This design comes from an exercise in tuning for a short achievable clock period and few clock cycles on the open sky130 flow, not from production work. Only simulation tests tie the RTL to the original design; equivalence was not proved.

== run 3 ==
==> flow/design.v <==
module day3_pack_sequencer #(
    parameter int unsigned NUM_UNITS      = 4,
    parameter int unsigned MAX_PACK       = 128,
    parameter int unsigned RESULT_LATENCY = 8
) (
    input  logic                      clock,
    input  logic                      reset,
    input  logic                      in_valid,
    input  logic [7:0]                in_data,
    input  logic                      in_eof,
    output logic                      in_ready,
    output logic                      init,
    output logic                      stream_en,
    output logic [4*NUM_UNITS-1:0]    next_battery,
    output logic [8*NUM_UNITS-1:0]    battery_pack_size,
    output logic                      batch_done,
    output logic                      finished,
    output logic                      overflow
);
    localparam int unsigned LW = (NUM_UNITS > 1) ? $clog2(NUM_UNITS) : 1;
    localparam int unsigned GS = 8;                   
    localparam int unsigned NG = MAX_PACK / GS;       
    localparam int unsigned DW = $clog2(RESULT_LATENCY + 1);
    logic                  in_ready_q;
    logic [7:0]            cnt_q;         
    logic [LW-1:0]         lane_q;
    logic                  eof_q;
    logic                  overflow_q;
    logic                  tk, is_dig, is_lf, full, nz;
    logic                  wr, close_now, bc_now;
    logic [7:0]            cnt_after;
    logic [NUM_UNITS-1:0]  we1_q;
    logic [3:0]            val1_q;
    logic                  close1_q;
    logic [LW-1:0]         lane1_q;
    logic [7:0]            size1_q;
    logic                  bc1_q;
    logic                  pend_q, pend_d;
    logic                  idle_q, idle_d;
    logic                  start;
    assign tk        = in_valid & in_ready_q;
    assign is_dig    = (in_data[7:4] == 4'h3) && (in_data[3:0] <= 4'd9);
    assign is_lf     = (in_data == 8'h0A);
    assign full      = (cnt_q == 8'(MAX_PACK));
    assign nz        = (cnt_q != 8'd0);
    assign wr        = tk & is_dig & ~full;
    assign cnt_after = wr ? cnt_q + 8'd1 : cnt_q;
    assign close_now = tk & ((is_lf & nz) | (in_eof & (nz | is_dig)));
    assign bc_now    = tk & ((close_now & (lane_q == LW'(NUM_UNITS - 1))) |
                             (in_eof & ((lane_q != '0) | close_now)));
    logic safe_next, eof_next;
    assign safe_next = bc_now ? (idle_d & ~pend_d) : (~pend_d | idle_d);
    assign eof_next  = eof_q | (tk & in_eof);
    always_ff @(posedge clock or posedge reset) begin
        if (reset) begin
            in_ready_q <= 1'b0;
            cnt_q      <= '0;
            lane_q     <= '0;
            eof_q      <= 1'b0;
            overflow_q <= 1'b0;
            we1_q      <= '0;
            val1_q     <= '0;
            close1_q   <= 1'b0;
            lane1_q    <= '0;
            size1_q    <= '0;
            bc1_q      <= 1'b0;
        end else begin
            in_ready_q <= ~eof_next & safe_next;
            cnt_q      <= close_now ? 8'd0 : cnt_after;
            if (bc_now)         lane_q <= '0;
            else if (close_now) lane_q <= lane_q + LW'(1);
            eof_q      <= eof_next;
            overflow_q <= overflow_q | (tk & is_dig & full);
            for (int l = 0; l < NUM_UNITS; l++) we1_q[l] <= wr & (lane_q == LW'(l));
            val1_q     <= in_data[3:0];
            close1_q   <= close_now;
            lane1_q    <= lane_q;
            size1_q    <= cnt_after;
            bc1_q      <= bc_now;
        end
    end
    logic [MAX_PACK-1:0]               wptr_q;      
    logic [NUM_UNITS-1:0][7:0]         fill_q;      
    logic [NUM_UNITS-1:0][7:0]         merged;
    logic [NUM_UNITS-1:0][7:0]         pend_size_q;
    logic [NUM_UNITS-1:0][MAX_PACK-1:0][3:0] mem_q;
    always_comb begin
        for (int l = 0; l < NUM_UNITS; l++)
            merged[l] = (close1_q && lane1_q == LW'(l)) ? size1_q : fill_q[l];
    end
    always_ff @(posedge clock or posedge reset) begin
        if (reset) begin
            wptr_q      <= MAX_PACK'(1);
            fill_q      <= '0;
            pend_size_q <= '0;
        end else begin
            if (close1_q)       wptr_q <= MAX_PACK'(1);
            else if (|we1_q)    wptr_q <= {wptr_q[MAX_PACK-2:0], 1'b0};
            if (bc1_q)          fill_q <= '0;
            else                fill_q <= merged;
            if (bc1_q && !(start && !pend_q)) pend_size_q <= merged;
        end
    end
    always_ff @(posedge clock) begin
        for (int l = 0; l < NUM_UNITS; l++)
            for (int i = 0; i < MAX_PACK; i++)
                if (we1_q[l] && wptr_q[i]) mem_q[l][i] <= val1_q;
    end
    localparam logic [1:0] S_IDLE   = 2'd0;
    localparam logic [1:0] S_STREAM = 2'd1;
    localparam logic [1:0] S_DRAIN  = 2'd2;
    logic [1:0]                        st_q;
    logic [DW-1:0]                     dcnt_q;
    logic [NUM_UNITS-1:0][7:0]         rem_q;
    logic [MAX_PACK-1:0]               rptr_q;      
    logic [NUM_UNITS-1:0]              act;
    logic                              any_act;
    logic [NUM_UNITS-1:0][NG-1:0][3:0] rda_q;
    logic                              va_q, vb_q;
    logic [NUM_UNITS-1:0]              ma_q, mb_q;
    logic [NUM_UNITS-1:0][3:0]         rdb_q;
    logic                              init_q, stream_en_q, batch_done_q, finished_q;
    logic [NUM_UNITS-1:0][3:0]         nb_q;
    logic [NUM_UNITS-1:0][7:0]         pack_size_q;
    logic                              last_done, fin_set;
    always_comb begin
        for (int l = 0; l < NUM_UNITS; l++) act[l] = (rem_q[l] != 8'd0);
    end
    assign any_act   = |act;
    assign start     = idle_q & (pend_q | bc1_q);
    assign last_done = (st_q == S_DRAIN) && (dcnt_q == DW'(RESULT_LATENCY));
    assign idle_d    = (idle_q & ~start) | last_done;
    assign pend_d    = pend_q ? (~start | bc1_q) : (bc1_q & ~start);
    assign fin_set   = eof_q & ~pend_q & ~bc1_q & (idle_q | last_done);
    always_ff @(posedge clock or posedge reset) begin
        if (reset) begin
            st_q         <= S_IDLE;
            idle_q       <= 1'b1;
            pend_q       <= 1'b0;
            dcnt_q       <= '0;
            rem_q        <= '0;
            rptr_q       <= MAX_PACK'(1);
            va_q         <= 1'b0;
            vb_q         <= 1'b0;
            ma_q         <= '0;
            mb_q         <= '0;
            init_q       <= 1'b0;
            stream_en_q  <= 1'b0;
            batch_done_q <= 1'b0;
            finished_q   <= 1'b0;
            nb_q         <= '0;
            pack_size_q  <= '0;
        end else begin
            idle_q       <= idle_d;
            pend_q       <= pend_d;
            init_q       <= start;
            batch_done_q <= last_done;
            finished_q   <= finished_q | fin_set;
            va_q         <= 1'b0;
            ma_q         <= '0;
            if (start) begin
                st_q        <= S_STREAM;
                rem_q       <= pend_q ? pend_size_q : merged;
                pack_size_q <= pend_q ? pend_size_q : merged;
                rptr_q      <= MAX_PACK'(1);
            end else if (st_q == S_STREAM) begin
                rptr_q <= {rptr_q[MAX_PACK-2:0], 1'b0};
                for (int l = 0; l < NUM_UNITS; l++) rem_q[l] <= rem_q[l] - 8'(act[l]);
                va_q   <= any_act;
                ma_q   <= act;
                if (!any_act) begin
                    st_q   <= S_DRAIN;
                    dcnt_q <= '0;
                end
            end else if (st_q == S_DRAIN) begin
                dcnt_q <= dcnt_q + DW'(1);
                if (last_done) st_q <= S_IDLE;
            end
            vb_q        <= va_q;
            mb_q        <= ma_q;
            stream_en_q <= vb_q;
            for (int l = 0; l < NUM_UNITS; l++)
                nb_q[l] <= (vb_q && mb_q[l]) ? rdb_q[l] : 4'd0;
        end
    end
    logic [NUM_UNITS-1:0][NG-1:0][3:0] rda_d;
    logic [NUM_UNITS-1:0][3:0]         rdb_d;
    always_comb begin
        for (int l = 0; l < NUM_UNITS; l++) begin
            rdb_d[l] = '0;
            for (int g = 0; g < NG; g++) begin
                rda_d[l][g] = '0;
                for (int j = 0; j < GS; j++)
                    rda_d[l][g] = rda_d[l][g] | (mem_q[l][g*GS+j] & {4{rptr_q[g*GS+j]}});
                rdb_d[l] = rdb_d[l] | rda_q[l][g];
            end
        end
    end
    always_ff @(posedge clock) begin
        rda_q <= rda_d;
        rdb_q <= rdb_d;
    end
    assign in_ready          = in_ready_q;
    assign init              = init_q;
    assign stream_en         = stream_en_q;
    assign next_battery      = nb_q;
    assign battery_pack_size = pack_size_q;
    assign batch_done        = batch_done_q;
    assign finished          = finished_q;
    assign overflow          = overflow_q;
endmodule
export LEC_CHECK = 0
export CAP_MARGIN = 20
export CORE_MARGIN = 2
export CORE_UTILIZATION = 70
export CTS_CLUSTER_DIAMETER = 60
export CTS_CLUSTER_SIZE = 30
export PLACE_DENSITY = 0.8
export SETUP_SLACK_MARGIN = 3.5
export SLEW_MARGIN = 20
create_clock -name core_clock -period 6.0 [get_ports {clock}]
standard.sh (not shown) runs the stock make flow with config.mk's settings and CLKGATE_MAP_FILE= SYNTH_SCRIPT=/design/flow/synth_recipe.tcl, a recipe that flattens the netlist after the stock synthesis.
==> flow/flow/run.sh <==
#!/bin/bash
# Standard layout, except that the resizer may change a cell's footprint
# (so flip-flops and port buffers can be upsized when repairing setup).
set -euo pipefail
cd "$(dirname "$0")/.."
bash standard.sh synth > synth.log 2>&1
bash standard.sh MATCH_CELL_FOOTPRINT=0 finish > layout.log 2>&1
Run 3: all stages complete, timing, DRC and antenna checks passed
Testbench counts of run 3, summed over its fixed seeds: cycles 33,399.
#### Input delta (run 2 over run 3)
-- flow/config.mk --
<<< run 3, line 9
export CORE_MARGIN = 2
export CORE_UTILIZATION = 70
export CTS_CLUSTER_DIAMETER = 60
export CTS_CLUSTER_SIZE = 30
export PLACE_DENSITY = 0.8
export SETUP_SLACK_MARGIN = 3.5
>>> run 2, line 9
export CORE_MARGIN = 2
export CORE_UTILIZATION = 70
export PLACE_DENSITY = 0.8
export SETUP_SLACK_MARGIN = 3.5
==> comparison <==
Run 2 finished end to end and its layout was clean on timing, DRC and antenna. The setup slack of run 2 was inferior to that of run 3. As far as portion of netlist area occupied by mux cells goes, run 2 and run 3 are indistinguishable; the numbers are identical. Run 2 gives less register fraction of the total cell area than run 3 did. From run 3 to run 2 the numbers moved as follows: final instance area shows an increase of about 3.5%, antenna cell count fell by 2.

[port drivers added, routing unchanged]
In the flow no input, the clock included, has a driving cell. The finished layouts below were timed again as built, in two steps. Step 1 (the two cells are an assumption about what drives the block):
set clk [get_ports {clock}]
set_driving_cell -lib_cell sky130_fd_sc_hd__clkbuf_16 $clk
set_driving_cell -lib_cell sky130_fd_sc_hd__buf_2 [delete_from_list [all_inputs] $clk]
Step 2, shift: input delay + t, output delay - t, t = (earliest + latest rising clock arrival at the registers) / 2. This alone moves slack from input paths to output paths. Slacks: ideal ports / drivers / drivers and shift; pairs: ideal ports / drivers.
run	shift t [ns]	slack for setup (ns)	hold WS [ns]	worst setup path at the end	cell pins on the clock port's net
run 3	0.879	3.399 / 3.322 / 2.785	0.354 / 0.354 / 0.354	input to register	1
run 2	0.953	3.340 / 3.267 / 2.757	0.353 / 0.353 / 0.353	input to register	1
After both steps setup and hold are still met in every run listed. The setup slack of run 3, which loses most, moves by -0.077 ns with the drivers and by -0.614 ns with both steps.
